What follows belongs to an exercise in optimizing a design on an open flow for a short achievable clock period and few clock cycles; a production flow would make more cautious choices.
Only simulation tests tie the RTL to the original design; equivalence was not proved.
Power and IR drop assume default switching activity.

==> flow/design.v <==
package cpu_pkg;
    typedef logic [31:0] word_t;
    typedef logic [4:0]  reg_idx_t;
endpackage
`timescale 1ns/1ns
module slt32 (
    input  logic [31:0] a,
    input  logic [31:0] b,
    output logic        lt      
);
    logic [31:0] x, y;
    assign x = {~a[31], a[30:0]};
    assign y = {~b[31], b[30:0]};
    logic [31:0] l0, e0;
    logic [15:0] l1, e1;
    logic [7:0]  l2, e2;
    logic [3:0]  l3, e3;
    logic [1:0]  l4, e4;
    assign l0 = ~x & y;
    assign e0 = ~(x ^ y);
    genvar i;
    for (i = 0; i < 16; i++) begin : g1
        assign l1[i] = l0[2*i+1] | (e0[2*i+1] & l0[2*i]);
        assign e1[i] = e0[2*i+1] & e0[2*i];
    end
    for (i = 0; i < 8; i++) begin : g2
        assign l2[i] = l1[2*i+1] | (e1[2*i+1] & l1[2*i]);
        assign e2[i] = e1[2*i+1] & e1[2*i];
    end
    for (i = 0; i < 4; i++) begin : g3
        assign l3[i] = l2[2*i+1] | (e2[2*i+1] & l2[2*i]);
        assign e3[i] = e2[2*i+1] & e2[2*i];
    end
    for (i = 0; i < 2; i++) begin : g4
        assign l4[i] = l3[2*i+1] | (e3[2*i+1] & l3[2*i]);
        assign e4[i] = e3[2*i+1] & e3[2*i];
    end
    assign lt = l4[1] | (e4[1] & l4[0]);
endmodule
`timescale 1ns/1ns
module carries32 (
    input  logic [31:0] a,
    input  logic [31:0] b,
    input  logic        cin,
    output logic [31:0] c
);
    logic [32:0] g [0:6];
    logic [32:0] p [0:6];
    assign g[0] = {a & b, cin};
    assign p[0] = {a ^ b, 1'b0};
    genvar l, i;
    for (l = 0; l < 6; l++) begin : lvl
        for (i = 0; i < 33; i++) begin : bit_
            if (i >= (1 << l)) begin : comb
                assign g[l+1][i] = g[l][i] | (p[l][i] & g[l][i-(1<<l)]);
                assign p[l+1][i] = p[l][i] & p[l][i-(1<<l)];
            end else begin : pass
                assign g[l+1][i] = g[l][i];
                assign p[l+1][i] = p[l][i];
            end
        end
    end
    assign c = g[6][31:0];
endmodule
`timescale 1ns/1ns
module processor (
    input  logic           clock,
    input  logic           reset,
    output cpu_pkg::word_t address_imem,
    input  cpu_pkg::word_t q_imem,
    output cpu_pkg::word_t address_dmem,
    output cpu_pkg::word_t data,
    output logic           wren,
    input  cpu_pkg::word_t q_dmem,
    output logic             ctrl_writeEnable,
    output cpu_pkg::reg_idx_t ctrl_writeReg,
    output cpu_pkg::reg_idx_t ctrl_readRegA,
    output cpu_pkg::reg_idx_t ctrl_readRegB,
    output cpu_pkg::word_t    data_writeReg,
    input  cpu_pkg::word_t    data_readRegA,
    input  cpu_pkg::word_t    data_readRegB
);
    logic [31:0] pc, pc_q, alt_q;
    logic        rd_q;
    assign pc = rd_q ? alt_q : pc_q;
    logic        e_we;
    logic        e_wev, e_stv, e_brv;
    logic [4:0]  e_dest;
    logic        e_st, e_br, e_bne, e_pred, e_addi, e_dec, e_nz, e_pos, e_neg;
    logic        e_rld, e_rand, e_ror, e_rsll, e_rsra;
    logic [3:0]  e_sh0, e_sh1;
    logic [1:0]  e_sh2;
    logic [31:0] e_a, e_b, e_addr, e_pc1, e_imm;
    logic        e_fa;
    logic        e_rsum, e_cin;
    logic        w_we;
    logic [4:0]  w_dest;
    logic [31:0] w_res;
    logic [31:0] other, res, hs, cy;
    logic [31:0] ins;
    logic [4:0]  op, rd, rs, rt, rb;
    logic        is_r, is_addi, is_lw, is_sw, is_bne, is_blt, is_j, is_jal, is_br, is_mem;
    logic [31:0] imm;
    assign ins     = q_imem;
    assign op      = ins[31:27];
    assign rd      = ins[26:22];
    assign rs      = ins[21:17];
    assign rt      = ins[16:12];
    assign imm     = {{15{ins[16]}}, ins[16:0]};
    assign is_r    = (op == 5'b00000);
    assign is_addi = (op == 5'b00101);
    assign is_lw   = (op == 5'b01000);
    assign is_sw   = (op == 5'b00111);
    assign is_bne  = (op == 5'b00010);
    assign is_blt  = (op == 5'b00110);
    assign is_j    = (op == 5'b00001);
    assign is_jal  = (op == 5'b00011);
    assign is_br   = is_bne | is_blt;
    assign is_mem  = is_lw | is_sw;
    assign rb      = ins[28] ? rd : rt;
    assign address_imem  = pc;
    assign ctrl_readRegA = rs;
    assign ctrl_readRegB = rb;
    logic        fd_we;
    logic [4:0]  fd_dest;
    assign fd_we   = ((is_r | is_addi | is_lw) && rd != 5'd0) || is_jal;
    assign fd_dest = is_jal ? 5'd31 : rd;
    logic        wfa, wfb, wf_rt, wf_rd, eha, ehb, eh_rt, eh_rd;
    logic [31:0] ra, rbv;
    assign wfa   = w_we && (w_dest == rs);
    assign wf_rt = w_we && (w_dest == rt);
    assign wf_rd = w_we && (w_dest == rd);
    assign wfb   = ins[28] ? wf_rd : wf_rt;
    assign ra    = wfa ? w_res : data_readRegA;
    assign rbv   = wfb ? w_res : data_readRegB;
    assign eha   = e_wev && (e_dest == rs);
    assign eh_rt = e_wev && (e_dest == rt);
    assign eh_rd = e_wev && (e_dest == rd);
    assign ehb   = ins[28] ? eh_rd : eh_rt;
    logic [31:0] pc1, br_target, fd_next, pc_next;
    logic        fd_resolved, fd_taken, take_br, stall, mispredict, kill;
    logic        is_shift;
    logic [31:0] alt1_q, pcq1;
    logic [31:0] bt_hs, bt_cy;
    assign pcq1      = pc_q + 32'd1;
    assign pc1       = ({32{rd_q}} & alt1_q) | ({32{!rd_q}} & pcq1);
    assign bt_hs     = pc_q ^ imm;
    carries32 bt_carries (.a(pc_q), .b(imm), .cin(1'b1), .c(bt_cy));
    assign br_target = bt_hs ^ bt_cy;
    assign fd_resolved = !(eha || eh_rd || wfa || wf_rd);
    assign fd_taken    = is_bne ? (data_readRegA != data_readRegB)
                                : ($signed(data_readRegB) < $signed(data_readRegA));
    logic pred;
    assign pred        = imm[31] || is_bne;
    logic        fuse_ok, fused_taken;
    assign fuse_ok     = e_wev && e_addi && !e_fa &&
                         ((rs == 5'd0 && rd == e_dest) || (rd == 5'd0 && rs == e_dest)) &&
                         (is_bne || (is_blt && e_dec));
    assign fused_taken = is_bne ? e_nz : ((rd == 5'd0) ? e_pos : e_neg);
    logic fd_ne, fd_lt, k_ne, k_lt, k_other;
    assign fd_ne   = (data_readRegA != data_readRegB);
    slt32 fd_cmp (.a(data_readRegB), .b(data_readRegA), .lt(fd_lt));
    assign k_ne    = is_bne && !rd_q && fd_resolved;
    assign k_lt    = is_blt && !rd_q && fd_resolved;
    assign k_other = is_br && !rd_q && !fd_resolved && (fuse_ok ? fused_taken : pred);
    assign take_br = (k_ne && fd_ne) || (k_lt && fd_lt) || k_other;
    assign stall = (is_mem && (eha || wfa)) || (rd_q && is_br);
    assign kill  = stall;
    logic [31:0] nbr_next;
    always_comb begin
        if (is_j || is_jal) begin
            nbr_next = {5'b0, ins[26:0]};
        end else if (stall) begin
            nbr_next = pc;
        end else begin
            nbr_next = pc1;
        end
    end
    logic [31:0] nx_c0, nx_c1;
    assign nx_c0   = ({32{take_br}} & bt_hs) | ({32{!take_br}} & nbr_next);
    assign nx_c1   = ({32{take_br}} & ~bt_hs) | ({32{!take_br}} & nbr_next);
    assign fd_next = (bt_cy & nx_c1) | (~bt_cy & nx_c0);
    assign pc_next = fd_next;
    logic [31:0] addr_rf;
    logic [31:0] addr_cy;
    carries32 addr_carries (.a(data_readRegA), .b(imm), .cin(1'b0), .c(addr_cy));
    assign addr_rf = data_readRegA ^ imm ^ addr_cy;
    logic [4:0] fn;
    logic       fn_add, fn_sub, fn_and, fn_or, fn_sll, fn_sra;
    assign fn     = ins[6:2];
    assign fn_add = is_r && fn == 5'd0;
    assign fn_sub = is_r && fn == 5'd1;
    assign fn_and = is_r && fn == 5'd2;
    assign fn_or  = is_r && fn == 5'd3;
    assign fn_sll = is_r && fn == 5'd4;
    assign fn_sra = is_r && fn == 5'd5;
    assign is_shift = fn_sll || fn_sra;
    logic fa_d, fb_d;
    assign fa_d = eha && !is_jal;
    assign fb_d = ehb && !is_addi && !is_jal;
    logic nz_rf, nz_w, pos_rf, pos_w, neg_rf, neg_w;
    assign nz_rf  = ((data_readRegA ^ imm) != {data_readRegA[30:0] | imm[30:0], 1'b0});
    assign nz_w   = ((w_res ^ imm) != {w_res[30:0] | imm[30:0], 1'b0});
    assign pos_rf = (!data_readRegA[31] && |data_readRegA[30:1]) || (data_readRegA[31] && ~|data_readRegA[30:0]);
    assign pos_w  = (!w_res[31] && |w_res[30:1]) || (w_res[31] && ~|w_res[30:0]);
    assign neg_rf = (data_readRegA[31] && |data_readRegA[30:0]) || ~|data_readRegA;
    assign neg_w  = (w_res[31] && |w_res[30:0]) || ~|w_res;
    logic [31:0] a_rest, b_rest, a_c0, a_c1, b_c0, b_c1;
    logic        fa_s, fb_s;
    assign fa_s   = fa_d && e_rsum;
    assign fb_s   = fb_d && e_rsum;
    assign a_rest = ({32{fa_d && !e_rsum}} & other) | ({32{!fa_d}} & (is_jal ? pc1 : ra));
    assign b_rest = ({32{fb_d && !e_rsum}} & (other ^ {32{fn_sub}})) |
                    ({32{!fb_d}} & (is_addi ? imm : (is_jal ? 32'd0 : (fn_sub ? ~rbv : rbv))));
    assign a_c0   = ({32{fa_s}} & hs) | a_rest;
    assign a_c1   = ({32{fa_s}} & ~hs) | a_rest;
    assign b_c0   = ({32{fb_s}} & (hs ^ {32{fn_sub}})) | b_rest;
    assign b_c1   = ({32{fb_s}} & ~(hs ^ {32{fn_sub}})) | b_rest;
    always_ff @(posedge clock) begin
        if (reset) begin
            rd_q   <= 1'b1;
            e_we   <= 1'b0;
            e_st   <= 1'b0;
            e_br   <= 1'b0;
        end else begin
            rd_q   <= mispredict;
            e_we   <= fd_we && !kill;
            e_st   <= is_sw && !kill;
            e_br   <= is_br && !fd_resolved && !fuse_ok && !kill;
        end
    end
    always_ff @(posedge clock) begin
        pc_q   <= pc_next;
        e_addr <= addr_rf;
        alt_q  <= reset ? 32'd0 : e_alt;
        alt1_q <= reset ? 32'd1 : e_alt1;
        e_dest <= fd_dest;
        e_bne  <= is_bne;
        e_pred <= pred;
        e_addi <= is_addi;
        e_dec  <= (ins[16:0] == 17'h1ffff);
        e_nz   <= wfa ? nz_w : nz_rf;
        e_pos  <= wfa ? pos_w : pos_rf;
        e_neg  <= wfa ? neg_w : neg_rf;
        e_rsum <= fn_add || fn_sub || is_addi || is_jal;
        e_cin  <= fn_sub;
        e_rld  <= is_lw;
        e_rand <= fn_and;
        e_ror  <= fn_or;
        e_rsll <= fn_sll;
        e_rsra <= fn_sra;
        e_sh0  <= 4'b0001 << ins[8:7];
        e_sh1  <= 4'b0001 << ins[10:9];
        e_sh2  <= {ins[11], !ins[11]};
        e_a    <= (cy & a_c1) | (~cy & a_c0);
        e_b    <= (cy & b_c1) | (~cy & b_c0);
        e_pc1  <= pc1;
        e_imm  <= imm;
        e_fa   <= fa_d;
    end
    logic [31:0] l1, l2, shl, r1, r2, shr;
    assign l1  = ({32{e_sh0[0]}} & e_a) | ({32{e_sh0[1]}} & (e_a << 1)) |
                 ({32{e_sh0[2]}} & (e_a << 2)) | ({32{e_sh0[3]}} & (e_a << 3));
    assign l2  = ({32{e_sh1[0]}} & l1) | ({32{e_sh1[1]}} & (l1 << 4)) |
                 ({32{e_sh1[2]}} & (l1 << 8)) | ({32{e_sh1[3]}} & (l1 << 12));
    assign shl = ({32{e_sh2[0]}} & l2) | ({32{e_sh2[1]}} & (l2 << 16));
    assign r1  = ({32{e_sh0[0]}} & e_a) | ({32{e_sh0[1]}} & 32'($signed(e_a) >>> 1)) |
                 ({32{e_sh0[2]}} & 32'($signed(e_a) >>> 2)) | ({32{e_sh0[3]}} & 32'($signed(e_a) >>> 3));
    assign r2  = ({32{e_sh1[0]}} & r1) | ({32{e_sh1[1]}} & 32'($signed(r1) >>> 4)) |
                 ({32{e_sh1[2]}} & 32'($signed(r1) >>> 8)) | ({32{e_sh1[3]}} & 32'($signed(r1) >>> 12));
    assign shr = ({32{e_sh2[0]}} & r2) | ({32{e_sh2[1]}} & 32'($signed(r2) >>> 16));
    logic        taken_e, ne, lt;
    assign hs = e_a ^ e_b;
    carries32 alu_carries (.a(e_a), .b(e_b), .cin(e_cin), .c(cy));
    always_comb begin
        other = 32'd0;
        if (e_rld)  other = other | q_dmem;
        if (e_rand) other = other | (e_a & e_b);
        if (e_ror)  other = other | (e_a | e_b);
        if (e_rsll) other = other | shl;
        if (e_rsra) other = other | shr;
    end
    logic [31:0] res_c0, res_c1;
    assign res_c0 = ({32{e_rsum}} & hs) | other;
    assign res_c1 = ({32{e_rsum}} & ~hs) | other;
    assign res    = (cy & res_c1) | (~cy & res_c0);
    assign ne = (e_a != e_b);
    slt32 e_cmp (.a(e_b), .b(e_a), .lt(lt));
    assign taken_e    = e_bne ? ne : lt;
    assign e_wev      = e_we && !rd_q;
    assign e_stv      = e_st && !rd_q;
    assign e_brv      = e_br && !rd_q;
    assign mispredict = e_brv && (taken_e != e_pred);
    logic [31:0] e_alt, e_alt1, e_pc2;
    logic [32:0] e_bt, e_bt1;
    assign e_pc2  = e_pc1 + 32'd1;
    assign e_bt   = {1'b0, e_pc1} + {1'b0, e_imm};
    assign e_bt1  = {e_pc1, 1'b1} + {e_imm, 1'b1};
    assign e_alt  = e_pred ? e_pc1 : e_bt[31:0];
    assign e_alt1 = e_pred ? e_pc2 : e_bt1[32:1];
    assign address_dmem = e_addr;
    assign data         = e_b;
    assign wren         = e_stv;
    always_ff @(posedge clock) begin
        if (reset) begin
            w_we <= 1'b0;
        end else begin
            w_we <= e_wev;
        end
    end
    always_ff @(posedge clock) begin
        w_dest <= e_dest;
        w_res  <= res;
    end
    assign ctrl_writeEnable = w_we;
    assign ctrl_writeReg    = w_dest;
    assign data_writeReg    = w_res;
endmodule
==> flow/run.sh <==
#!/bin/bash
# synth_recipe.tcl (not shown) runs the flow's synth.tcl, then flattens the netlist and writes it again
# the make line also repeats each setting of config.mk as NAME=value (left out here)
make -C /OpenROAD-flow-scripts/flow DESIGN_CONFIG=/design/flow/config.mk WORK_HOME=/design/flow/orfs CLKGATE_MAP_FILE= SYNTH_SCRIPT=/design/flow/synth_recipe.tcl finish
==> flow/config.mk <==
export PLATFORM = sky130hd
export DESIGN_NAME = processor
export DESIGN_NICKNAME = processor
export VERILOG_FILES = /design/flow/design.v
export SDC_FILE = /design/flow/constraint.sdc
export NUM_CORES = 4
export LEC_CHECK = 0
export ABC_CLOCK_PERIOD_IN_PS = 2500
export CAP_MARGIN = 20
export CORE_MARGIN = 2
export CORE_UTILIZATION = 40
export SETUP_SLACK_MARGIN = 2.5
export SLEW_MARGIN = 20
==> flow/constraint.sdc <==
create_clock -name core_clock -period 5.5 [get_ports {clock}]
set_input_delay 1.1000 -clock core_clock [delete_from_list [all_inputs] [get_ports {clock}]]
set_output_delay 1.1000 -clock core_clock [all_outputs]
set_load 0.01 [all_outputs]
==> results of run 1 <==
[layout make-up]
class	instances	area [um^2]
Multi-Input combinational cell	2997	22860
Fill cell	6616	32040
Inverter	261	1041
Tap cell	940	1176
Timing Repair Buffer	541	5011
Antenna cell	4	10.01
Clock inverter	18	289.0
Sequential cell	312	6390
Timing Repair inverter	1	5.005
Clock buffer	53	1080
[cells by family (layout without fill, tap and decap cells)]
logic type      after synthesis  count (layout)  share of synthesized area, %
xor+xnor                    300             300                         9.332
flops                       312             312                         22.18
other cells                   0               4                             0
mux                         118             118                         4.417
simple gates               1181            1181                         19.10
buf+inv                     476             874                         6.590
compound gates             1105            1108                         25.41
fa+ha+maj                   290             290                         12.97
[sequential cells by signal (all words and copies together) (netlist names), 4 cells and up]
signal / cells
alt1_q: 32
alt_q: 32
e_a: 32
e_addr: 32
e_b: 32
e_dest: 5
e_imm: 17
e_pc1: 32
e_sh0: 4
e_sh1: 4
pc_q: 32
w_dest: 5
w_res: 32
[worst max-delay path: stages (launching register included)]
cell	delay [ns]
sky130_fd_sc_hd__dfxtp_4	0.39
sky130_fd_sc_hd__inv_2	0.05
sky130_fd_sc_hd__ha_4	0.23
sky130_fd_sc_hd__and3_4	0.17
sky130_fd_sc_hd__a2111oi_4	0.33
sky130_fd_sc_hd__buf_4	0.20
sky130_fd_sc_hd__o21ai_4	0.07
sky130_fd_sc_hd__nand4b_1	0.16
sky130_fd_sc_hd__o211ai_4	0.20
sky130_fd_sc_hd__a211oi_4	0.37
sky130_fd_sc_hd__buf_6	0.16
sky130_fd_sc_hd__xnor2_4	0.14
sky130_fd_sc_hd__a21o_1	0.17
sky130_fd_sc_hd__a21oi_1	0.08
sky130_fd_sc_hd__a311oi_1	0.31
sky130_fd_sc_hd__buf_4	0.21
[what timing repair did]
action                                  CTS  global route
gates resized for setup                 812           380
endpoints found under the setup margin  208           143
hold buffers                              0             0
cloned                                   13             2
buffers inserted                        112            77
pin swaps                               121            99
[through the flow]
step                      instance area [um^2]  setup WS, ns  total power (uW)  std cells
after floorplan                          28580         1.931              5430       3782
after detailed placement                 32140        0.5058              6996       4848
final                                    37860         2.183             10600       5127
after CTS                                36110         2.242             10170       5044
after global placement                   32140        0.4965              7024       4848
after global routing                     37860         2.147             10970       5124
[path summary, 6_finish.rpt]
kind                                           start                end  slack [ns]  cells past startpoint
worst max register to register        e_a[1]$_DFF_P_    e_b[27]$_DFF_P_        2.18                     15
worst max-delay path                  e_a[1]$_DFF_P_    e_b[27]$_DFF_P_        2.18                     15
worst min-delay path            e_dest[0]$_SDFF_PP1_  w_dest[0]$_DFF_P_        0.43                      0
worst min register to register  e_dest[0]$_SDFF_PP1_  w_dest[0]$_DFF_P_        0.43                      0
[per-layer routing]
metal / up-vias / global-route usage, % / part of all wire, %
met1: 15270 / 47.23 / 37
met5: - / 0 / 0.014
li1: 14270 / - / -
met2: 2131 / 60.45 / 43
met3: 629 / 8.362 / 11
met4: 4 / 25.18 / 8.8
[synth_stat cells (7+ instances only)]
master	instances
sky130_fd_sc_hd__buf_1	18
sky130_fd_sc_hd__and3_1	31
sky130_fd_sc_hd__a22o_1	20
sky130_fd_sc_hd__a221oi_1	19
sky130_fd_sc_hd__a221o_1	16
sky130_fd_sc_hd__nand2b_1	26
sky130_fd_sc_hd__a21boi_0	9
sky130_fd_sc_hd__a21o_1	96
sky130_fd_sc_hd__nand2_1	426
sky130_fd_sc_hd__a22oi_1	93
sky130_fd_sc_hd__nand4_1	96
sky130_fd_sc_hd__inv_1	259
sky130_fd_sc_hd__a21oi_1	342
sky130_fd_sc_hd__a211o_1	7
sky130_fd_sc_hd__or3_1	20
sky130_fd_sc_hd__and2_1	13
sky130_fd_sc_hd__nor2_1	340
sky130_fd_sc_hd__o22ai_1	10
sky130_fd_sc_hd__o21bai_1	24
sky130_fd_sc_hd__o31ai_1	11
sky130_fd_sc_hd__nand3_1	75
sky130_fd_sc_hd__buf_2	7
sky130_fd_sc_hd__or2_2	8
sky130_fd_sc_hd__nor3_1	54
sky130_fd_sc_hd__mux2i_1	68
sky130_fd_sc_hd__dfxtp_1	312
sky130_fd_sc_hd__o221ai_1	33
sky130_fd_sc_hd__buf_4	7
sky130_fd_sc_hd__ha_1	287
sky130_fd_sc_hd__a211oi_1	46
sky130_fd_sc_hd__a222oi_1	8
sky130_fd_sc_hd__mux2_2	50
sky130_fd_sc_hd__o211ai_1	26
sky130_fd_sc_hd__and4_1	9
sky130_fd_sc_hd__o21a_1	21
sky130_fd_sc_hd__o21ai_0	227
sky130_fd_sc_hd__o21ai_1	7
sky130_fd_sc_hd__a31oi_1	22
sky130_fd_sc_hd__nor4_1	49
sky130_fd_sc_hd__nor2b_1	13
sky130_fd_sc_hd__xnor2_1	195
sky130_fd_sc_hd__xor2_1	105
sky130_fd_sc_hd__clkbuf_1	179
sky130_fd_sc_hd__a41oi_1	11
[power by group]
part	switching, uW	total, uW	internal [uW]
clock	1150	2830	1680
combinational	2770	4780	2010
sequential	414	2990	2580
==> flow_summary_export.csv, run 1 <==
group,metric,value,unit
run_status,status,"timing/DRC/antenna clean",
logic_synthesis,synth.yosys.seq_area_share,22.18,%
global_routing,grt_max_degree,64,
worst_setup_path,category_of_the_worst_setup_path_capture_point,"register",
floorplan,die_x,269.3,um
clock_tree,cts_sinks,312,
clock_tree,cts.root.buffer_cell,"sky130_fd_sc_hd__clkbuf_16",
finish,mostFrequentLayoutCells,"sky130_fd_sc_hd__nand2_1, sky130_fd_sc_hd__nor2_1, sky130_fd_sc_hd__a21oi_1, sky130_fd_sc_hd__dfxtp_1, sky130_fd_sc_hd__inv_1",
clock_tree,cts_tree,"built",
finish,area_delta_synth_final,34.48,%
sta,finalMaxSlewViolations,0,
logic_synthesis,synth-seq-cells,312,
global_routing,number_of_global_route_vias_before_repair,30210,
finish,final_core_util,54.16,%
min_path,min_path_type,"register to register",
global_routing,antenna_found_initial,7,
place,detailedPlacementHpwl,110.4,mm
detailed_routing,detail_route.first_pass.iterations,11,
logic_synthesis,syn_avg_cell_area,7.445,um^2
sta,clock_period_minus_final_worst_setup_slack,3.317,ns
logic_synthesis,synth_nets,4202,
floorplan,die_area,72530,um^2
clock_tree,cts-root-to-sink-buffers,3,
place,place.port_buffers,274,
logic_synthesis,synth_top_area_share,22.18,%
logic_synthesis,ys_top_cells_by_area,"sky130_fd_sc_hd__dfxtp_1, sky130_fd_sc_hd__ha_1, sky130_fd_sc_hd__a21oi_1, sky130_fd_sc_hd__xnor2_1, sky130_fd_sc_hd__nand2_1",
floorplan,placementRows,97,
logic_synthesis,synthesis.instances,3782,
clock_tree,cts.clk_slew.worst_paths,0.06,ns
finish,layout.cells.most_common,"sky130_fd_sc_hd__nand2_1",
sta,worst_pin_slew,1.123,ns
logic_synthesis,synth-main-ff-cell,"sky130_fd_sc_hd__dfxtp_1",
global_routing,grt_pass1_wl,207.2,mm
sta,tns,0,ns
worst_setup_path,timing_worst_setup_path_type,"register to register",
flow_run,drv.max_cap_violation_count,0,
floorplan,ioPinCount,275,
sta,hold_slack,0.4349,ns
logic_synthesis,post_synthesis_cell_type_count,94,
global_routing,global_route.overflow_total,0,
clock_tree,deepest_level_of_the_cts_h_tree,2,
worst_setup_path,worst_ep_required_time,6.01,ns
sta,setup_viol,0,
worst_setup_path,crit_path_dat,3.83,ns
power,cellLeakagePower,0.01567,uW
place,gpl.final_weighted_congestion,1.055,
sta,final.period_utilization,60.30,%
detailed_routing,detail_route.vias_per_cell,6.301,
sta,rsz0062_at_grt,"true",
worst_setup_path,critical_path_startpoint_category,"register",
detailed_routing,detail-route-antenna-nets,0,
sta,finalHoldViolCount,0,
logic_synthesis,synth_warnings,4,
sta,timing.slew.headroom,24.33,%
detailed_routing,initial_detailed_routing_violation_count,4540,
power,cellPowerDensity,279.9,nW/um^2
logic_synthesis,netlist_area,28160,um^2
detailed_routing,dr_total_vias,32300,
sta,skew,0.03565,ns
logic_synthesis,netlist.top_cell.by_area,"sky130_fd_sc_hd__dfxtp_1",
logic_synthesis,synth_enable_flop_cells,0,
worst_setup_path,worstPathMaxFanout,5,
floorplan,die_height,269.3,um
clock_tree,clock_latency_on_the_worst_skew_pair,0.59,ns
sta,maxClockFrequency,0.3015,GHz
floorplan,floorplan.core_area,69910,um^2
power,max-vdd-ir-drop,0.2144,mV
detailed_routing,drc,0,
detailed_routing,post_drt_wl_per_cell,29.00,um
finish,finalNetCount,4573,
global_routing,grtUsageTotal,38.40,%
detailed_routing,route.final.wire_length,148.7,mm
clock_tree,numCtsBuffers,39,
floorplan,initial_utilization,40.28,%
logic_synthesis,ys_async_sr_fraction,0,%
finish,final_layout_size_suffix_gt1_share,22.71,%
Testbench counts, summed over its fixed seeds: cycles 27,831.
==> inputs of run 2 (changes only) <==
--- a/flow/design.v
+++ b/flow/design.v
@@ -138,18 +138,15 @@
     assign eh_rd = e_wev && (e_dest == rd);
     assign ehb   = ins[28] ? eh_rd : eh_rt;
     logic [31:0] pc1, br_target, fd_next, pc_next;
-    logic        fd_resolved, fd_taken, take_br, stall, mispredict, kill;
+    logic        fd_resolved, take_br, stall, mispredict, kill;
     logic        is_shift;
     logic [31:0] alt1_q, pcq1;
-    logic [31:0] bt_hs, bt_cy;
+    logic [31:0] bt_cy;
     assign pcq1      = pc_q + 32'd1;
     assign pc1       = ({32{rd_q}} & alt1_q) | ({32{!rd_q}} & pcq1);
-    assign bt_hs     = pc_q ^ imm;
     carries32 bt_carries (.a(pc_q), .b(imm), .cin(1'b1), .c(bt_cy));
-    assign br_target = bt_hs ^ bt_cy;
+    assign br_target = pc_q ^ imm ^ bt_cy;
     assign fd_resolved = !(eha || eh_rd || wfa || wf_rd);
-    assign fd_taken    = is_bne ? (data_readRegA != data_readRegB)
-                                : ($signed(data_readRegB) < $signed(data_readRegA));
     logic pred;
     assign pred        = imm[31] || is_bne;
     logic        fuse_ok, fused_taken;
@@ -176,10 +173,7 @@
             nbr_next = pc1;
         end
     end
-    logic [31:0] nx_c0, nx_c1;
-    assign nx_c0   = ({32{take_br}} & bt_hs) | ({32{!take_br}} & nbr_next);
-    assign nx_c1   = ({32{take_br}} & ~bt_hs) | ({32{!take_br}} & nbr_next);
-    assign fd_next = (bt_cy & nx_c1) | (~bt_cy & nx_c0);
+    assign fd_next = ({32{take_br}} & br_target) | ({32{!take_br}} & nbr_next);
     assign pc_next = fd_next;
     logic [31:0] addr_rf;
     logic [31:0] addr_cy;
@@ -205,17 +199,17 @@
     assign pos_w  = (!w_res[31] && |w_res[30:1]) || (w_res[31] && ~|w_res[30:0]);
     assign neg_rf = (data_readRegA[31] && |data_readRegA[30:0]) || ~|data_readRegA;
     assign neg_w  = (w_res[31] && |w_res[30:0]) || ~|w_res;
-    logic [31:0] a_rest, b_rest, a_c0, a_c1, b_c0, b_c1;
-    logic        fa_s, fb_s;
-    assign fa_s   = fa_d && e_rsum;
-    assign fb_s   = fb_d && e_rsum;
-    assign a_rest = ({32{fa_d && !e_rsum}} & other) | ({32{!fa_d}} & (is_jal ? pc1 : ra));
-    assign b_rest = ({32{fb_d && !e_rsum}} & (other ^ {32{fn_sub}})) |
-                    ({32{!fb_d}} & (is_addi ? imm : (is_jal ? 32'd0 : (fn_sub ? ~rbv : rbv))));
-    assign a_c0   = ({32{fa_s}} & hs) | a_rest;
-    assign a_c1   = ({32{fa_s}} & ~hs) | a_rest;
-    assign b_c0   = ({32{fb_s}} & (hs ^ {32{fn_sub}})) | b_rest;
-    assign b_c1   = ({32{fb_s}} & ~(hs ^ {32{fn_sub}})) | b_rest;
+    logic [31:0] an, bn, af0, af1, bf0, bf1, a_c0, a_c1, b_c0, b_c1;
+    assign an   = is_jal ? pc1 : ra;
+    assign bn   = is_addi ? imm : (is_jal ? 32'd0 : (fn_sub ? ~rbv : rbv));
+    assign af0  = ({32{e_rsum}} & hs) | other;
+    assign af1  = ({32{e_rsum}} & ~hs) | other;
+    assign bf0  = af0 ^ {32{fn_sub}};
+    assign bf1  = af1 ^ {32{fn_sub}};
+    assign a_c0 = ({32{fa_d}} & af0) | ({32{!fa_d}} & an);
+    assign a_c1 = ({32{fa_d}} & af1) | ({32{!fa_d}} & an);
+    assign b_c0 = ({32{fb_d}} & bf0) | ({32{!fb_d}} & bn);
+    assign b_c1 = ({32{fb_d}} & bf1) | ({32{!fb_d}} & bn);
     always_ff @(posedge clock) begin
         if (reset) begin
             rd_q   <= 1'b1;
@@ -280,10 +274,7 @@
         if (e_rsll) other = other | shl;
         if (e_rsra) other = other | shr;
     end
-    logic [31:0] res_c0, res_c1;
-    assign res_c0 = ({32{e_rsum}} & hs) | other;
-    assign res_c1 = ({32{e_rsum}} & ~hs) | other;
-    assign res    = (cy & res_c1) | (~cy & res_c0);
+    assign res = (cy & af1) | (~cy & af0);
     assign ne = (e_a != e_b);
     slt32 e_cmp (.a(e_b), .b(e_a), .lt(lt));
     assign taken_e    = e_bne ? ne : lt;
==> run 2 against run 1 <==
Against the previous run:
- critical path type is now input pin to register
- global-route usage is 1.8 points lower
- wire length decreased by 7.8%
- critical endpoint is now e_addr[30]$_DFF_P_
- largest power group unchanged
- clock power hardly changed
==> flow_summary_export.csv, run 2 <==
group,metric,value,unit
global_routing,grt_pass1_wl,194.5,mm
clock_tree,cts_tree,"built",
logic_synthesis,yosys-top-cells-count,"sky130_fd_sc_hd__nand2_1, sky130_fd_sc_hd__a21oi_1, sky130_fd_sc_hd__dfxtp_1",
run_status,status,"timing/DRC/antenna clean",
worst_setup_path,category_of_the_worst_setup_path_capture_point,"register",
power,max-vdd-ir-drop,0.2516,mV
logic_synthesis,synth-seq-cells,312,
sta,finalHoldViolCount,0,
floorplan,placementRows,96,
logic_synthesis,synth-main-ff-cell,"sky130_fd_sc_hd__dfxtp_1",
finish,finalNetCount,4566,
logic_synthesis,synth.yosys.seq_area_share,22.47,%
power,combinationalPowerShare,45.7,%
floorplan,die_x,267.6,um
sta,tns,0,ns
finish,final_core_util,55.67,%
global_routing,number_of_global_route_vias_before_repair,29510,
clock_tree,clock_latency_on_the_worst_skew_pair,0.60,ns
worst_setup_path,critical_path_startpoint_category,"input pin",
logic_synthesis,syn_avg_cell_area,7.503,um^2
power,cellLeakagePower,0.01609,uW
detailed_routing,detail-route-antenna-nets,0,
worst_setup_path,cpMaxStageDelayCell,"sky130_fd_sc_hd__mux2_1",
power,power_frac_clock,26.4,%
worst_setup_path,max_stage_delay,0.38,ns
sta,timing.slew.headroom,19.64,%
sta,skew,0.02936,ns
logic_synthesis,synth_nets,4125,
worst_setup_path,crit_path_dat,3.79,ns
place,detailedPlacementHpwl,102.6,mm
logic_synthesis,yosys.cell_count.top_type,"sky130_fd_sc_hd__nand2_1",
detailed_routing,detail_route.vias_per_cell,6.172,
logic_synthesis,synth_enable_flop_cells,0,
global_routing,grtUsageTotal,36.57,%
finish,mostFrequentLayoutCells,"sky130_fd_sc_hd__nand2_1, sky130_fd_sc_hd__nor2_1, sky130_fd_sc_hd__a21oi_1, sky130_fd_sc_hd__dfxtp_1, sky130_fd_sc_hd__buf_4",
power,seq_power_share,27.9,%
floorplan,floorplan.core_area,68710,um^2
flow_run,drv.max_cap_violation_count,0,
detailed_routing,detail_route.first_pass.iterations,9,
logic_synthesis,synth_warnings,4,
clock_tree,cts.root.buffer_cell,"sky130_fd_sc_hd__clkbuf_16",
worst_setup_path,worstPathMaxFanout,3,
logic_synthesis,ys_top_cells_by_area,"sky130_fd_sc_hd__dfxtp_1, sky130_fd_sc_hd__ha_1, sky130_fd_sc_hd__nand2_1, sky130_fd_sc_hd__a21oi_1, sky130_fd_sc_hd__xnor2_1",
power,total_switching_power,4325,uW
finish,area_delta_synth_final,37.58,%
logic_synthesis,post_synthesis_cell_type_count,91,
sta,rsz0062_at_grt,"true",
global_routing,grt.met1_usage,45.64,%
global_routing,grt_use_met3,7.567,%
logic_synthesis,synth_top_area_share,22.47,%
power,p_int,6276,uW
global_routing,grt.busiest_layer,"met2",
logic_synthesis,synthesis.instances,3705,
place,gpl.final_weighted_congestion,1.055,
global_routing,global_route.usage.met2,57.63,%
min_path,min_path_type,"register to register",
logic_synthesis,netlist.top_cell.by_area,"sky130_fd_sc_hd__dfxtp_1",
worst_setup_path,reg2reg_setup_slack,2.38,ns
sta,maxClockFrequency,0.3037,GHz
power,cellPowerDensity,277.2,nW/um^2
global_routing,antenna_found_initial,4,
finish,multiInputGateArea,22430,um^2
power,switching_share,40.80,%
floorplan,die_area,71620,um^2
sta,finalMaxSlewViolations,0,
detailed_routing,initial_detailed_routing_violation_count,4128,
detailed_routing,post_drt_wl_per_cell,26.83,um
sta,clock_period_minus_final_worst_setup_slack,3.293,ns
detailed_routing,route.final.wire_length,137.1,mm
global_routing,grt_max_degree,73,
finish,final-seq-area,6416,um^2
worst_setup_path,cell_seen_most_often_among_critical_path_stages,"sky130_fd_sc_hd__buf_6",
sta,setup_viol,0,
detailed_routing,drc,0,
clock_tree,numCtsBuffers,39,
place,place.port_buffers,274,
finish,layout.cells.most_common,"sky130_fd_sc_hd__nand2_1",
sta,final.period_utilization,59.88,%
clock_tree,cts-hold-fix-buffers,0,
global_routing,global_route.overflow_total,0,
detailed_routing,dr_total_vias,31530,
logic_synthesis,netlist_area,27800,um^2
worst_setup_path,worst_ep_required_time,6.00,ns
logic_synthesis,ys_async_sr_fraction,0,%
floorplan,initial_utilization,40.46,%
worst_setup_path,timing_worst_setup_path_type,"input pin to register",
clock_tree,cts_sinks,312,
clock_tree,cts.clk_slew.worst_paths,0.06,ns
floorplan,ioPinCount,275,
clock_tree,deepest_level_of_the_cts_h_tree,2,
sta,worst_pin_slew,1.193,ns
clock_tree,cts-root-to-sink-buffers,3,
worst_setup_path,cp_cell_sequence,"buf_6 > buf_6 > clkinvlp_4 > ha_4 > o211a_1 > o31a_1 > o41a_1 > o211ai_2 > a21oi_2 > a2bb2oi_2 > a41o_1 > o41ai_2 > mux2_1 > a211oi_2",
floorplan,die_height,267.6,um
finish,filler_cell_count,6392,
finish,final_layout_size_suffix_gt1_share,24.07,%
==> run 2: critical path, delay by kind of cell <==
kind / cells / cell delay, ns
AO/OA/AOI/OAI: 9 / 1.80
adder cells (fa/ha/maj): 1 / 0.23
buffers and inverters: 3 / 0.26
multiplexers: 1 / 0.38
==> run 2: kinds of logic after synthesis <==
family,after synthesis,share of synthesized area (%)
AO/OA/AOI/OAI,1093,25.52
XOR/XNOR,289,9.105
adder cells (fa/ha/maj),290,13.13
buffers and inverters,470,6.535
flip-flops,312,22.47
multiplexers,124,4.627
AND/OR/NAND/NOR,1127,18.61
==> run 2: path summary, 6_finish.rpt <==
| check | from | endpoint | depth (start not counted) |
|---|---|---|---|
| worst max-delay path | q_imem[3] | e_addr[30]$_DFF_P_ | 14 |
| worst min-delay path | e_dest[1]$_SDFF_PP1_ | w_dest[1]$_DFF_P_ | 0 |
| worst max register to register | e_a[15]$_DFF_P_ | e_a[28]$_DFF_P_ | 12 |
| worst min register to register | e_dest[1]$_SDFF_PP1_ | w_dest[1]$_DFF_P_ | 0 |
==> run 2: final cells by class <==
class / instances / area share (%)
Antenna cell: 1 / 0.006543
Clock buffer: 51 / 2.934
Clock inverter: 20 / 0.6870
Inverter: 265 / 2.777
Multi-Input combinational cell: 2923 / 58.64
Sequential cell: 312 / 16.78
Tap cell: 931 / 3.046
Timing Repair Buffer: 605 / 15.13
==> run 2: what timing repair did <==
item | CTS | global route
resized for setup | 898 | 321
endpoints found under the hold margin | 0 | 0
pin swaps | 115 | 141
setup endpoints to repair | 202 | 126
cloned | 7 | 2
buffers inserted | 148 | 82
==> run 2: stage by stage <==
step / hold slack, ns / setup WS [ns] / instance area [um^2] / instances / power (uW)
6_report: 0.4273 / 2.207 / 38250 / 5108 / 10600
4_1_cts: 0.4202 / 2.030 / 36610 / 5022 / 10180
2_1_floorplan: 0.3952 / 1.626 / 28130 / 3705 / 5434
3_5_place_dp: 0.4168 / 0.6801 / 31880 / 4796 / 6994
5_1_grt: 0.4425 / 2.133 / 38240 / 5107 / 11040
3_3_place_gp: 0.4113 / 0.7022 / 31880 / 4796 / 7013
==> run 2: power groups by stage <==
stage | registers (uW) | logic [uW] | clock network (uW)
5_1_grt | 2990 | 5150 | 2900
2_1_floorplan | 2870 | 2560 | 0
3_3_place_gp | 2980 | 4030 | 0
3_5_place_dp | 2980 | 4010 | 0
4_1_cts | 2940 | 4430 | 2820
6_report | 2960 | 4850 | 2800
==> run 2: metal layers <==
metal  share of wire, %  up-vias  routed length (um)
met5              0.028        -                  39
li1                   -    14150                   -
met2                 44     1949               60170
met1                 39    14920               53110
met3                9.9      510               13520
met4                7.5        6               10230
Testbench counts of run 2, summed over its fixed seeds: cycles 27,831.
==> inputs of run 3 (changes only) <==
--- a/flow/design.v
+++ b/flow/design.v
@@ -62,6 +62,19 @@
     end
     assign c = g[6][31:0];
 endmodule
+module add_simm17 (
+    input  logic [31:0] a,
+    input  logic [16:0] imm,
+    output logic [31:0] s
+);
+    logic [31:0] c;
+    logic [14:0] h0, h1;
+    carries32 lo_carries (.a({15'd0, a[16:0]}), .b({15'd0, imm}), .cin(1'b0), .c(c));
+    assign s[16:0] = a[16:0] ^ imm ^ c[16:0];
+    assign h0 = imm[16] ? a[31:17] - 15'd1 : a[31:17];
+    assign h1 = imm[16] ? a[31:17] : a[31:17] + 15'd1;
+    assign s[31:17] = ({15{c[17]}} & h1) | ({15{!c[17]}} & h0);
+endmodule
 `timescale 1ns/1ns
 module processor (
     input  logic           clock,
@@ -176,9 +189,7 @@
     assign fd_next = ({32{take_br}} & br_target) | ({32{!take_br}} & nbr_next);
     assign pc_next = fd_next;
     logic [31:0] addr_rf;
-    logic [31:0] addr_cy;
-    carries32 addr_carries (.a(data_readRegA), .b(imm), .cin(1'b0), .c(addr_cy));
-    assign addr_rf = data_readRegA ^ imm ^ addr_cy;
+    add_simm17 addr_add (.a(data_readRegA), .imm(ins[16:0]), .s(addr_rf));
     logic [4:0] fn;
     logic       fn_add, fn_sub, fn_and, fn_or, fn_sll, fn_sra;
     assign fn     = ins[6:2];
==> run 3 against run 2 <==
Against the previous run:
- critical endpoint is now e_b[21]$_DFF_P_
- synthesized cell count rose by 0.92%
- clock power barely moved
- combinational power barely moved
- sequential share of layout area fell by 0.20 points
- setup slack improved by 0.075 ns
- wire length rose by 7.7%
- utilization fell by 0.32 points
- global-route usage rose by 1.9 points
- clock-buffer cell count fell by 5
==> flow_summary_export.csv, run 3 <==
group,metric,value,unit
logic_synthesis,synth_nets,4148,
floorplan,die_height,269.1,um
logic_synthesis,synthesis.instances,3739,
sta,maxClockFrequency,0.3107,GHz
detailed_routing,dr_total_vias,32260,
sta,tns,0,ns
detailed_routing,route.final.wire_length,147.6,mm
logic_synthesis,ys_async_sr_fraction,0,%
worst_setup_path,crit_path_dat,3.69,ns
detailed_routing,met3RoutedLength,14.08,mm
clock_tree,cts.root.buffer_cell,"sky130_fd_sc_hd__clkbuf_16",
logic_synthesis,ys_top_cells_by_area,"sky130_fd_sc_hd__dfxtp_1, sky130_fd_sc_hd__ha_1, sky130_fd_sc_hd__o21ai_0, sky130_fd_sc_hd__nand2_1, sky130_fd_sc_hd__xnor2_1",
global_routing,grtUsageTotal,38.46,%
logic_synthesis,synth-seq-cells,312,
worst_setup_path,category_of_the_worst_setup_path_capture_point,"register",
global_routing,global_route.overflow_total,0,
logic_synthesis,post_synthesis_cell_type_count,90,
detailed_routing,detail_route.vias_per_cell,6.249,
power,switching_share,41.21,%
logic_synthesis,yosys-top-cells-count,"sky130_fd_sc_hd__nand2_1, sky130_fd_sc_hd__dfxtp_1, sky130_fd_sc_hd__o21ai_0",
detailed_routing,detail_route.first_pass.iterations,9,
global_routing,antenna_found_initial,15,
sta,finalMaxSlewViolations,0,
finish,post-route-cell-area,38630,um^2
global_routing,number_of_global_route_vias_before_repair,30330,
finish,final_core_util,55.35,%
sta,clock_period_minus_final_worst_setup_slack,3.219,ns
detailed_routing,met1_length,56.06,mm
finish,area_delta_synth_final,37.39,%
floorplan,floorplan.core_area,69790,um^2
sta,setup_viol,0,
power,cellPowerDensity,274.2,nW/um^2
logic_synthesis,synth_top_area_share,22.22,%
sta,finalWorstSetupSlack,2.281,ns
run_status,status,"timing/DRC/antenna clean",
finish,final_layout_size_suffix_gt1_share,25.24,%
logic_synthesis,syn_avg_cell_area,7.519,um^2
worst_setup_path,worstPathMaxFanout,5,
sta,finalHoldViolCount,0,
logic_synthesis,netlist_area,28110,um^2
sta,worst_pin_slew,1.159,ns
logic_synthesis,synth-main-ff-cell,"sky130_fd_sc_hd__dfxtp_1",
detailed_routing,met2_wirelength,65.05,mm
sta,timing.slew.headroom,22.63,%
place,gpl.final_weighted_congestion,1.060,
place,detailedPlacementHpwl,109.4,mm
detailed_routing,route.top_layer_used,"met5",
clock_tree,cts.clk_slew.worst_paths,0.06,ns
worst_setup_path,timing_worst_setup_path_type,"register to register",
detailed_routing,drc,0,
worst_setup_path,reg2reg_from,"e_a[15]$_DFF_P_",
min_path,hold_start,"e_dest[2]$_SDFF_PP1_",
clock_tree,cts-hold-fix-buffers,0,
global_routing,grt_pass1_wl,208.4,mm
clock_tree,deepest_level_of_the_cts_h_tree,2,
floorplan,initial_utilization,40.29,%
floorplan,die_area,72420,um^2
power,p_int,6228,uW
clock_tree,cts_sinks,312,
power,power_frac_clock,26.4,%
finish,finalNetCount,4598,
clock_tree,clock_latency_on_the_worst_skew_pair,0.60,ns
power,max-vdd-ir-drop,0.1950,mV
place,preCtsSetupSlack,0.7223,ns
power,combinationalPowerShare,45.8,%
logic_synthesis,synth_warnings,4,
detailed_routing,detail-route-antenna-nets,0,
floorplan,die_x,269.1,um
clock_tree,cts_tree,"built",
logic_synthesis,yosys.cell_count.top_type,"sky130_fd_sc_hd__nand2_1",
flow_run,drv.max_cap_violation_count,0,
sta,rsz0062_at_grt,"true",
detailed_routing,initial_detailed_routing_violation_count,4388,
place,place_area,32080,um^2
sta,final.period_utilization,58.52,%
finish,mostFrequentLayoutCells,"sky130_fd_sc_hd__nand2_1, sky130_fd_sc_hd__buf_4, sky130_fd_sc_hd__nor2_1, sky130_fd_sc_hd__dfxtp_1, sky130_fd_sc_hd__a21oi_1",
detailed_routing,post_drt_wl_per_cell,28.59,um
floorplan,placementRows,97,
min_path,min_path_type,"register to register",
power,seq_power_share,27.8,%
sta,skew,0.03846,ns
worst_setup_path,crit_path_start,"e_a[15]$_DFF_P_",
worst_setup_path,critical_path_startpoint_category,"register",
floorplan,ioPinCount,275,
logic_synthesis,synth_enable_flop_cells,0,
logic_synthesis,synth.yosys.seq_area_share,22.22,%
clock_tree,numCtsBuffers,40,
logic_synthesis,netlist.top_cell.by_area,"sky130_fd_sc_hd__dfxtp_1",
power,cellLeakagePower,0.01619,uW
worst_setup_path,worst_ep_required_time,5.97,ns
power,total_switching_power,4365,uW
finish,layout.cells.most_common,"sky130_fd_sc_hd__nand2_1",
clock_tree,cts-root-to-sink-buffers,3,
global_routing,grt_max_degree,60,
place,place.port_buffers,274,
[run 3: power by group through the flow]
stage	clock network (uW)	registers [uW]	logic (uW)
5_1_grt	2900	2980	5130
3_3_place_gp	0	2970	4000
6_report	2800	2950	4850
4_1_cts	2810	2930	4460
3_5_place_dp	0	2970	3970
2_1_floorplan	0	2840	2500
[run 3: what timing repair did]
action / CTS / global route
buffers inserted: 177 / 59
hold endpoints to repair: 0 / 0
gates cloned: 10 / 4
resized for setup: 878 / 328
endpoints found under the setup margin: 217 / 161
pin swaps: 118 / 106
[run 3: critical path: stages (launching register included)]
cell and delay (ns):
sky130_fd_sc_hd__dfxtp_2 0.32, sky130_fd_sc_hd__buf_6 0.12, sky130_fd_sc_hd__inv_4 0.04, sky130_fd_sc_hd__ha_4 0.23, sky130_fd_sc_hd__o211a_1 0.23, sky130_fd_sc_hd__a221o_1 0.30
sky130_fd_sc_hd__a311o_1 0.36, sky130_fd_sc_hd__a31oi_4 0.30, sky130_fd_sc_hd__nor4_4 0.07, sky130_fd_sc_hd__mux2_4 0.32, sky130_fd_sc_hd__o21ai_4 0.27, sky130_fd_sc_hd__buf_6 0.16
sky130_fd_sc_hd__o21ai_1 0.07, sky130_fd_sc_hd__o21ai_2 0.30
[run 3: final timing paths]
path	endpoint	slack, ns	cells past startpoint
hold / removal	w_dest[2]$_DFF_P_	0.44	0
setup / recovery	e_b[21]$_DFF_P_	2.28	13
hold reg to reg	w_dest[2]$_DFF_P_	0.44	0
setup reg to reg	e_b[21]$_DFF_P_	2.28	13
[run 3: cell families (layout without fill, tap and decap cells)]
family                   count (synthesis)  count (layout)  share of synthesized area, %
AND/OR/NAND/NOR                       1105            1105                         18.32
other                                    0               3                             0
adder cells (fa/ha/maj)                279             279                         12.50
flip-flops                             312             312                         22.22
XOR/XNOR                               281             281                         8.754
buffers and inverters                  486             964                         6.720
multiplexers                           136             136                         5.091
AO/OA/AOI/OAI                         1140            1142                         26.40
[run 3: cell type report]
| class | instances | area, um^2 |
|---|---|---|
| Fill cell | 6567 | 31160 |
| Multi-Input combinational cell | 2943 | 22700 |
| Sequential cell | 312 | 6402 |
| Timing Repair Buffer | 629 | 5919 |
| Tap cell | 940 | 1176 |
| Inverter | 262 | 1057 |
| Clock buffer | 46 | 1044 |
| Clock inverter | 26 | 312.8 |
| Timing Repair inverter | 1 | 11.26 |
| Antenna cell | 3 | 7.507 |
[run 3: stage by stage]
step	hold slack (ns)	instances	power (uW)
floorplan	0.3952	3739	5345
global placement	0.4293	4837	6977
detailed placement	0.4286	4837	6938
CTS	0.4371	5096	10200
global route	0.4486	5160	11000
finish	0.4402	5162	10590
[run 3: routing by layer]
metal | GRT usage, % | up-vias
met1 | 47.24 | 15340
met4 | 24.26 | 20
met3 | 7.979 | 620
li1 | - | 14350
met2 | 61.35 | 1933
met5 | 0 | -
Testbench counts of run 3, summed over its fixed seeds: cycles 27,831.
==> inputs of run 4 (changes only) <==
--- a/flow/config.mk
+++ b/flow/config.mk
@@ -9,5 +9,6 @@
 export CAP_MARGIN = 20
 export CORE_MARGIN = 2
 export CORE_UTILIZATION = 40
+export PLACE_DENSITY = 0.75
 export SETUP_SLACK_MARGIN = 2.5
 export SLEW_MARGIN = 20
==> run 4 against run 3 <==
Against the previous run:
- via count rose by 1.9%
- non-clock buffer count shrank 62
- critical path depth rose by 2
- combinational power down 0.8%
- sequential cell count stayed put
- global-route usage up 0.20 points
- synthesized cell count is the same
- synthesized area did not move
- register-to-register slack gained 0.099 ns
- sequential share of layout area rose by 0.49 points
- final area fell by 2.5%
- critical path type unchanged
- critical endpoint is now e_b[26]$_DFF_P_
- largest cell class unchanged
- largest power group unchanged
- highest routed layer unchanged
==> flow_summary_export.csv, run 4 <==
group,metric,value,unit
global_routing,grt_max_degree,77,
sta,finalHoldViolCount,0,
min_path,hold_end,"w_dest[0]$_DFF_P_",
worst_setup_path,reg2reg_setup_slack,2.38,ns
clock_tree,clock_latency_on_the_worst_skew_pair,0.58,ns
finish,final_core_util,53.94,%
floorplan,die_x,269.1,um
global_routing,grtUsageTotal,38.65,%
logic_synthesis,synth-seq-cells,312,
floorplan,placementRows,97,
sta,hold_slack,0.4380,ns
worst_setup_path,r2r_cells,15,
floorplan,die_area,72420,um^2
logic_synthesis,synth.yosys.seq_area_share,22.22,%
global_routing,grt_pass1_wl,209.1,mm
floorplan,initial_utilization,40.29,%
power,cellLeakagePower,0.01560,uW
finish,area_delta_synth_final,33.90,%
place,gpl.final_weighted_congestion,1.104,
clock_tree,cts_tree,"built",
worst_setup_path,r2r-end,"e_b[26]$_DFF_P_",
sta,finalWorstSetupSlack,2.380,ns
sta,finalMaxSlewViolations,0,
sta,tns,0,ns
logic_synthesis,synth-main-ff-cell,"sky130_fd_sc_hd__dfxtp_1",
finish,filler_cell_count,6393,
worst_setup_path,worst_ep_required_time,5.93,ns
detailed_routing,detail_route.vias_per_cell,6.447,
global_routing,global_route.overflow_total,0,
clock_tree,deepest_level_of_the_cts_h_tree,2,
detailed_routing,drc,0,
logic_synthesis,synth_warnings,4,
sta,maxClockFrequency,0.3205,GHz
finish,layout.cells.most_common,"sky130_fd_sc_hd__nand2_1",
min_path,hold_start,"e_dest[0]$_SDFF_PP1_",
floorplan,ioPinCount,275,
flow_run,drv.max_cap_violation_count,0,
run_status,status,"timing/DRC/antenna clean",
floorplan,die_height,269.1,um
worst_setup_path,timing_worst_setup_path_type,"register to register",
place,preCtsSetupSlack,0.8010,ns
floorplan,floorplan.core_area,69790,um^2
sta,rsz0062_at_grt,"true",
power,cellPowerDensity,272.0,nW/um^2
logic_synthesis,synth_top_area_share,22.22,%
detailed_routing,detail_route.first_pass.iterations,7,
finish,mostFrequentLayoutCells,"sky130_fd_sc_hd__nand2_1, sky130_fd_sc_hd__nor2_1, sky130_fd_sc_hd__a21oi_1, sky130_fd_sc_hd__dfxtp_1, sky130_fd_sc_hd__buf_4",
sta,worst_pin_slew,1.162,ns
logic_synthesis,yosys-top-cells-count,"sky130_fd_sc_hd__nand2_1, sky130_fd_sc_hd__dfxtp_1, sky130_fd_sc_hd__o21ai_0",
clock_tree,cts.root.buffer_cell,"sky130_fd_sc_hd__clkbuf_16",
place,place.port_buffers,274,
detailed_routing,detail-route-antenna-nets,0,
detailed_routing,post_drt_wl_per_cell,29.49,um
finish,post-route-cell-area,37640,um^2
logic_synthesis,synthesis.instances,3739,
power,max-vdd-ir-drop,0.2153,mV
detailed_routing,dr_total_vias,32870,
logic_synthesis,ys_async_sr_fraction,0,%
detailed_routing,initial_detailed_routing_violation_count,4629,
worst_setup_path,category_of_the_worst_setup_path_capture_point,"register",
sta,timing.slew.headroom,21.72,%
logic_synthesis,synth_nets,4148,
logic_synthesis,netlist_area,28110,um^2
global_routing,antenna_found_initial,7,
detailed_routing,route.final.wire_length,150.3,mm
clock_tree,cts-hold-fix-buffers,0,
sta,final.period_utilization,56.73,%
worst_setup_path,worstPathMaxFanout,7,
place,detailedPlacementHpwl,109.9,mm
logic_synthesis,synth_enable_flop_cells,0,
finish,final_layout_size_suffix_gt1_share,23.51,%
min_path,hold_depth,0,
clock_tree,cts.clk_slew.worst_paths,0.07,ns
logic_synthesis,post_synthesis_cell_type_count,90,
clock_tree,cts_sinks,312,
worst_setup_path,reg2reg_from,"e_a[7]$_DFF_P_",
global_routing,number_of_global_route_vias_before_repair,30520,
worst_setup_path,critical_path_startpoint_category,"register",
place,place_area,32010,um^2
logic_synthesis,yosys.cell_count.top_type,"sky130_fd_sc_hd__nand2_1",
min_path,min_path_type,"register to register",
sta,clock_period_minus_final_worst_setup_slack,3.120,ns
finish,finalNetCount,4537,
logic_synthesis,syn_avg_cell_area,7.519,um^2
sta,setup_viol,0,
worst_setup_path,crit_path_dat,3.55,ns
sta,skew,0.03151,ns
logic_synthesis,ys_top_cells_by_area,"sky130_fd_sc_hd__dfxtp_1, sky130_fd_sc_hd__ha_1, sky130_fd_sc_hd__o21ai_0, sky130_fd_sc_hd__nand2_1, sky130_fd_sc_hd__xnor2_1",
logic_synthesis,netlist.top_cell.by_area,"sky130_fd_sc_hd__dfxtp_1",
clock_tree,numCtsBuffers,35,
clock_tree,cts-root-to-sink-buffers,3,
run 4: cell counts after synthesis:
No cell type changed its count.
run 4: kinds of logic (layout without fill, tap and decap cells):
kind of cell | after synthesis | in the layout | share of synthesized area [%]
buf+inv | 486 | 891 | 6.720
compound gates | 1140 | 1147 | 26.40
mux | 136 | 136 | 5.091
simple gates | 1105 | 1106 | 18.32
xor+xnor | 281 | 281 | 8.754
flops | 312 | 312 | 22.22
fa+ha+maj | 279 | 279 | 12.50
other cells | 0 | 6 | 0
run 4: timing repair:
action | CTS | global route
pin swaps | 125 | 122
endpoints found under the setup margin | 201 | 153
cloned | 13 | 2
setup buffers | 131 | 63
resized for setup | 764 | 367
run 4: final cells by class:
cell class | instances | area, um^2 | area share, %
clock buffer | 41 | 929.6 | 2.470
tap | 940 | 1176 | 3.124
timing repair buffer | 567 | 5233 | 13.90
sequential | 312 | 6425 | 17.07
multi-input combinational | 2949 | 22560 | 59.94
timing repair inverter | 1 | 16.27 | 0.04321
clock inverter | 20 | 221.5 | 0.5883
inverter | 262 | 1066 | 2.832
antenna | 6 | 15.01 | 0.03988
run 4: how the worst max path moves through the flow:
stage	from	to	slack, ns	cells after the start
3_3_place_gp	data_readRegB[11]	pc_q[31]$_DFF_P_	0.82	12
5_1_grt	q_imem[3]	e_addr[29]$_DFF_P_	2.30	14
4_1_cts	rd_q$_SDFF_PP1_	address_imem[0]	2.31	4
6_report	e_a[7]$_DFF_P_	e_b[26]$_DFF_P_	2.38	15
2_1_floorplan	q_imem[23]	pc_q[1]$_DFF_P_	2.15	9
3_5_place_dp	data_readRegA[31]	pc_q[31]$_DFF_P_	0.80	11
run 4: metal layers:
metal	global-route usage (%)	routed length, um
met1	48.78	56830
met2	59.90	64000
met3	7.970	16660
met4	24.54	12710
met5	1.184	132
run 4: report_power, final:
part	internal (uW)	total, uW	switching [uW]
Sequential	2570	2980	414
Clock	1370	2450	1080
Combinational	2000	4810	2810
run 4: per-stage QoR:
step	instances	total power, uW
after global placement	4822	6942
final	5098	10240
after floorplan	3739	5345
after CTS	5027	9785
after global routing	5092	10600
after detailed placement	4822	6932
run 4: worst max-delay path, stage by stage, from the launching register on:
cell and delay (ns):
sky130_fd_sc_hd__dfxtp_4 0.36, sky130_fd_sc_hd__buf_4 0.13, sky130_fd_sc_hd__buf_4 0.16, sky130_fd_sc_hd__ha_2 0.21, sky130_fd_sc_hd__a211oi_2 0.21, sky130_fd_sc_hd__o21ai_1 0.12
sky130_fd_sc_hd__a22oi_2 0.18, sky130_fd_sc_hd__buf_12 0.16, sky130_fd_sc_hd__buf_6 0.09, sky130_fd_sc_hd__buf_4 0.11, sky130_fd_sc_hd__o31ai_4 0.07, sky130_fd_sc_hd__o21ai_2 0.23
sky130_fd_sc_hd__nand3_1 0.10, sky130_fd_sc_hd__a2111o_1 0.54, sky130_fd_sc_hd__o211ai_1 0.20, sky130_fd_sc_hd__o21ai_1 0.11
==> inputs of run 5 (changes only) <==
--- a/flow/config.mk
+++ b/flow/config.mk
@@ -9,6 +9,5 @@
 export CAP_MARGIN = 20
 export CORE_MARGIN = 2
 export CORE_UTILIZATION = 40
-export PLACE_DENSITY = 0.75
-export SETUP_SLACK_MARGIN = 2.5
+export SETUP_SLACK_MARGIN = 3.0
 export SLEW_MARGIN = 20
==> run 5 against run 4 <==
Against the previous run:
- maximum frequency is 3.2% lower
- critical endpoint is now e_b[21]$_DFF_P_
- sequential cell count unchanged
- wire length rose by 1.1%
- register-to-register slack got worse by 0.10 ns
- clock power grew 11%
- worst hold slack worse by 0.022 ns
- sequential share of layout area decreased by 1.8 points
- synthesized cell count did not move
- clock skew rose by 0.012 ns
- sequential power rose by 1%
- setup slack worse by 0.10 ns
- first-iteration DRC count decreased by 16%
==> flow_summary_export.csv, run 5 <==
group,metric,value,unit
min_path,hold_end,"w_dest[2]$_DFF_P_",
logic_synthesis,yosys-top-cells-count,"sky130_fd_sc_hd__nand2_1, sky130_fd_sc_hd__dfxtp_1, sky130_fd_sc_hd__o21ai_0",
detailed_routing,detail_route.vias_per_cell,6.284,
floorplan,floorplan.core_area,69790,um^2
clock_tree,numCtsBuffers,39,
detailed_routing,initial_detailed_routing_violation_count,3874,
finish,finalNetCount,4753,
finish,final_layout_size_suffix_gt1_share,36.32,%
sta,clock_period_minus_final_worst_setup_slack,3.223,ns
clock_tree,deepest_level_of_the_cts_h_tree,2,
logic_synthesis,synth-seq-cells,312,
logic_synthesis,synth_nets,4148,
global_routing,number_of_global_route_vias_before_repair,31990,
sta,worst_pin_slew,1.168,ns
finish,mostFrequentLayoutCells,"sky130_fd_sc_hd__nand2_1, sky130_fd_sc_hd__buf_4, sky130_fd_sc_hd__nor2_1, sky130_fd_sc_hd__a21oi_1, sky130_fd_sc_hd__dfxtp_1",
worst_setup_path,critical_path_startpoint_category,"register",
clock_tree,cts.root.buffer_cell,"sky130_fd_sc_hd__clkbuf_16",
power,cellPowerDensity,261.1,nW/um^2
sta,final.period_utilization,58.60,%
worst_setup_path,crit_path_dat,3.68,ns
sta,setup_viol,0,
floorplan,die_x,269.1,um
detailed_routing,post_drt_wl_per_cell,28.57,um
global_routing,grtUsageTotal,39.53,%
worst_setup_path,worstPathMaxFanout,4,
clock_tree,cts-hold-fix-buffers,0,
min_path,hold_depth,0,
finish,post-route-cell-area,42860,um^2
sta,finalMaxSlewViolations,0,
clock_tree,cts-root-to-sink-buffers,3,
floorplan,ioPinCount,275,
min_path,hold_start,"e_dest[2]$_SDFF_PP1_",
place,gpl.final_weighted_congestion,1.012,
sta,skew,0.04313,ns
detailed_routing,route.final.wire_length,152.0,mm
worst_setup_path,cpMaxStageDelayCell,"sky130_fd_sc_hd__dfxtp_4",
flow_run,drv.max_cap_violation_count,0,
power,max-vdd-ir-drop,0.3281,mV
worst_setup_path,category_of_the_worst_setup_path_capture_point,"register",
logic_synthesis,ys_async_sr_fraction,0,%
logic_synthesis,synthesis.instances,3739,
detailed_routing,drc,0,
worst_setup_path,timing_worst_setup_path_type,"register to register",
worst_setup_path,r2r-end,"e_b[21]$_DFF_P_",
finish,final_core_util,61.41,%
global_routing,antenna_found_initial,10,
sta,maxClockFrequency,0.3103,GHz
finish,filler_cell_count,6072,
logic_synthesis,synth_warnings,4,
power,power_after_layout,11190,uW
finish,layout.cells.most_common,"sky130_fd_sc_hd__nand2_1",
place,place.port_buffers,274,
worst_setup_path,reg2reg_from,"e_b[15]$_DFF_P_",
detailed_routing,detail_route.first_pass.iterations,8,
detailed_routing,dr_total_vias,33430,
sta,hold_slack,0.4160,ns
floorplan,initial_utilization,40.29,%
logic_synthesis,syn_avg_cell_area,7.519,um^2
global_routing,grt_max_degree,60,
clock_tree,cts_sinks,312,
clock_tree,clock_latency_on_the_worst_skew_pair,0.61,ns
clock_tree,cts_tree,"built",
place,place_area,32650,um^2
logic_synthesis,synth-main-ff-cell,"sky130_fd_sc_hd__dfxtp_1",
floorplan,die_area,72420,um^2
worst_setup_path,worst_ep_required_time,5.95,ns
global_routing,grt_pass1_wl,215.9,mm
logic_synthesis,netlist.top_cell.by_area,"sky130_fd_sc_hd__dfxtp_1",
logic_synthesis,synth_enable_flop_cells,0,
logic_synthesis,synth.yosys.seq_area_share,22.22,%
logic_synthesis,post_synthesis_cell_type_count,90,
min_path,min_path_type,"register to register",
worst_setup_path,cp_cell_sequence,"inv_4 > ha_4 > o211a_1 > a221o_1 > a311o_1 > a31oi_4 > buf_6 > nor4_4 > mux2_4 > o21ai_4 > buf_6 > a211o_1 > o21ai_4",
logic_synthesis,ys_top_cells_by_area,"sky130_fd_sc_hd__dfxtp_1, sky130_fd_sc_hd__ha_1, sky130_fd_sc_hd__o21ai_0, sky130_fd_sc_hd__nand2_1, sky130_fd_sc_hd__xnor2_1",
floorplan,placementRows,97,
clock_tree,cts.clk_slew.worst_paths,0.06,ns
global_routing,global_route.overflow_total,0,
run_status,status,"timing/DRC/antenna clean",
sta,timing.slew.headroom,21.58,%
finish,area_delta_synth_final,52.45,%
sta,tns,0,ns
sta,rsz0062_at_grt,"true",
power,cellLeakagePower,0.01768,uW
sta,finalHoldViolCount,0,
logic_synthesis,yosys.cell_count.top_type,"sky130_fd_sc_hd__nand2_1",
logic_synthesis,netlist_area,28110,um^2
worst_setup_path,reg2reg_setup_slack,2.28,ns
worst_setup_path,r2r_cells,13,
logic_synthesis,synth_top_area_share,22.22,%
worst_setup_path,max_stage_delay,0.45,ns
detailed_routing,detail-route-antenna-nets,0,
place,detailedPlacementHpwl,107.7,mm
floorplan,die_height,269.1,um
## run 5: cell count changes in the layout (fill, tap and decap cells not counted), sizes merged, moves of 2 or more
cell           delta
clkinvlp          +2
a32o              -6
dlygate4sd2      +83
clkbuf            +2
inv               -3
bufbuf            +3
clkdlybuf4s50   -102
dlymetal6s2s     -15
buf             +259
## run 5: worst max-delay path by stage
stage,start,end,slack [ns]
CTS,e_b[0]$_DFF_P_,e_b[21]$_DFF_P_,2.35
floorplan,q_imem[31],pc_q[1]$_DFF_P_,2.15
global placement,q_imem[30],pc_q[24]$_DFF_P_,0.85
detailed placement,q_imem[31],pc_q[24]$_DFF_P_,0.84
global route,e_b[15]$_DFF_P_,e_b[21]$_DFF_P_,2.26
finish,e_b[15]$_DFF_P_,e_b[21]$_DFF_P_,2.28
## run 5: kinds of logic after synthesis
kind of cell,Yosys count,synth area share [%]
buf+inv,486,6.720
simple gates,1105,18.32
flops,312,22.22
xor+xnor,281,8.754
mux,136,5.091
compound gates,1140,26.40
fa+ha+maj,279,12.50
## run 5: per-layer routing
| layer | vias to the layer above | GRT usage [%] | routed length (um) |
|---|---|---|---|
| met3 | 635 | 8.184 | 14740 |
| met4 | 4 | 24.18 | 12140 |
| met5 | - | 0 | 37 |
| met1 | 16040 | 48.01 | 57100 |
| met2 | 2065 | 64.09 | 67970 |
| li1 | 14690 | - | - |
## run 5: final cells by class
cell class                      instances  area (um^2)  area share (%)
Multi-Input combinational cell       2944        24750           57.74
Timing Repair Buffer                  784         7913           18.46
Sequential cell                       312         6544           15.27
Tap cell                              940         1176           2.744
Inverter                              262         1119           2.610
Clock buffer                           52         1086           2.534
Clock inverter                         20        249.0          0.5810
Antenna cell                            5        12.51         0.02919
Timing Repair inverter                  1        11.26         0.02628
## run 5: repair_timing
| item | 4_1_cts | 5_1_grt |
|---|---|---|
| gates resized for setup | 1546 | 425 |
| gates cloned | 26 | 4 |
| pin swaps | 311 | 236 |
| setup endpoints to repair | 371 | 240 |
| setup buffers | 296 | 108 |
## run 5: power by group
part / total, uW / internal, uW / switching (uW) / leakage (uW)
sequential: 3020 / 2580 / 438 / 0.00264
clock: 2730 / 1590 / 1140 / 0.000646
combinational: 5450 / 2410 / 3040 / 0.0144
## run 5: critical path, delay by kind of cell (launching register included)
family                   cells  cell delay (ns)
buffers and inverters        3             0.37
adder cells (fa/ha/maj)      1             0.25
AO/OA/AOI/OAI                7             1.66
AND/OR/NAND/NOR              1             0.04
flip-flops                   1             0.45
multiplexers                 1             0.32
## run 5: stage by stage
| stage | setup slack [ns] | instances |
|---|---|---|
| after floorplan | 2.154 | 3739 |
| after global placement | 0.8489 | 4809 |
| after detailed placement | 0.8384 | 4809 |
| after CTS | 2.353 | 5203 |
| after global routing | 2.259 | 5318 |
| final | 2.277 | 5320 |

[static timing again, ports no longer ideal]
How much do the figures lean on ideal ports? The routed layouts below were timed once more, with nothing changed but the port constraints. Step 1, drivers: a clkbuf_16 drives clock and a buf_2 each remaining input, both assumed. Step 2, shift: input delay + t, output delay - t, t = (earliest + latest rising clock arrival at the registers) / 2. This alone moves slack from input paths to output paths. Three values: ideal, step 1, step 2; two values: the first two.
| run | t (ns) | setup slack, ns | worst register clock-pin slew, ns | worst data-port slew with drivers (ns) | pins driven straight from the clock port |
|---|---|---|---|---|---|
| run 1 | 0.637 | 2.183 / 2.183 / 1.553 | 0.07 / 0.07 | 0.27 | 1 |
| run 2 | 0.643 | 2.207 / 2.227 / 1.583 | 0.07 / 0.07 | 0.26 | 1 |
| run 3 | 0.639 | 2.281 / 2.281 / 1.708 | 0.07 / 0.07 | 0.15 | 1 |
| run 4 | 0.625 | 2.380 / 2.365 / 1.780 | 0.07 / 0.07 | 0.10 | 1 |
| run 5 | 0.659 | 2.277 / 2.277 / 1.678 | 0.07 / 0.07 | 0.27 | 1 |
After both steps every run listed still meets setup and hold. The setup slack of run 1, which loses most, moves by 0.000 ns with the drivers and by -0.630 ns with both steps.
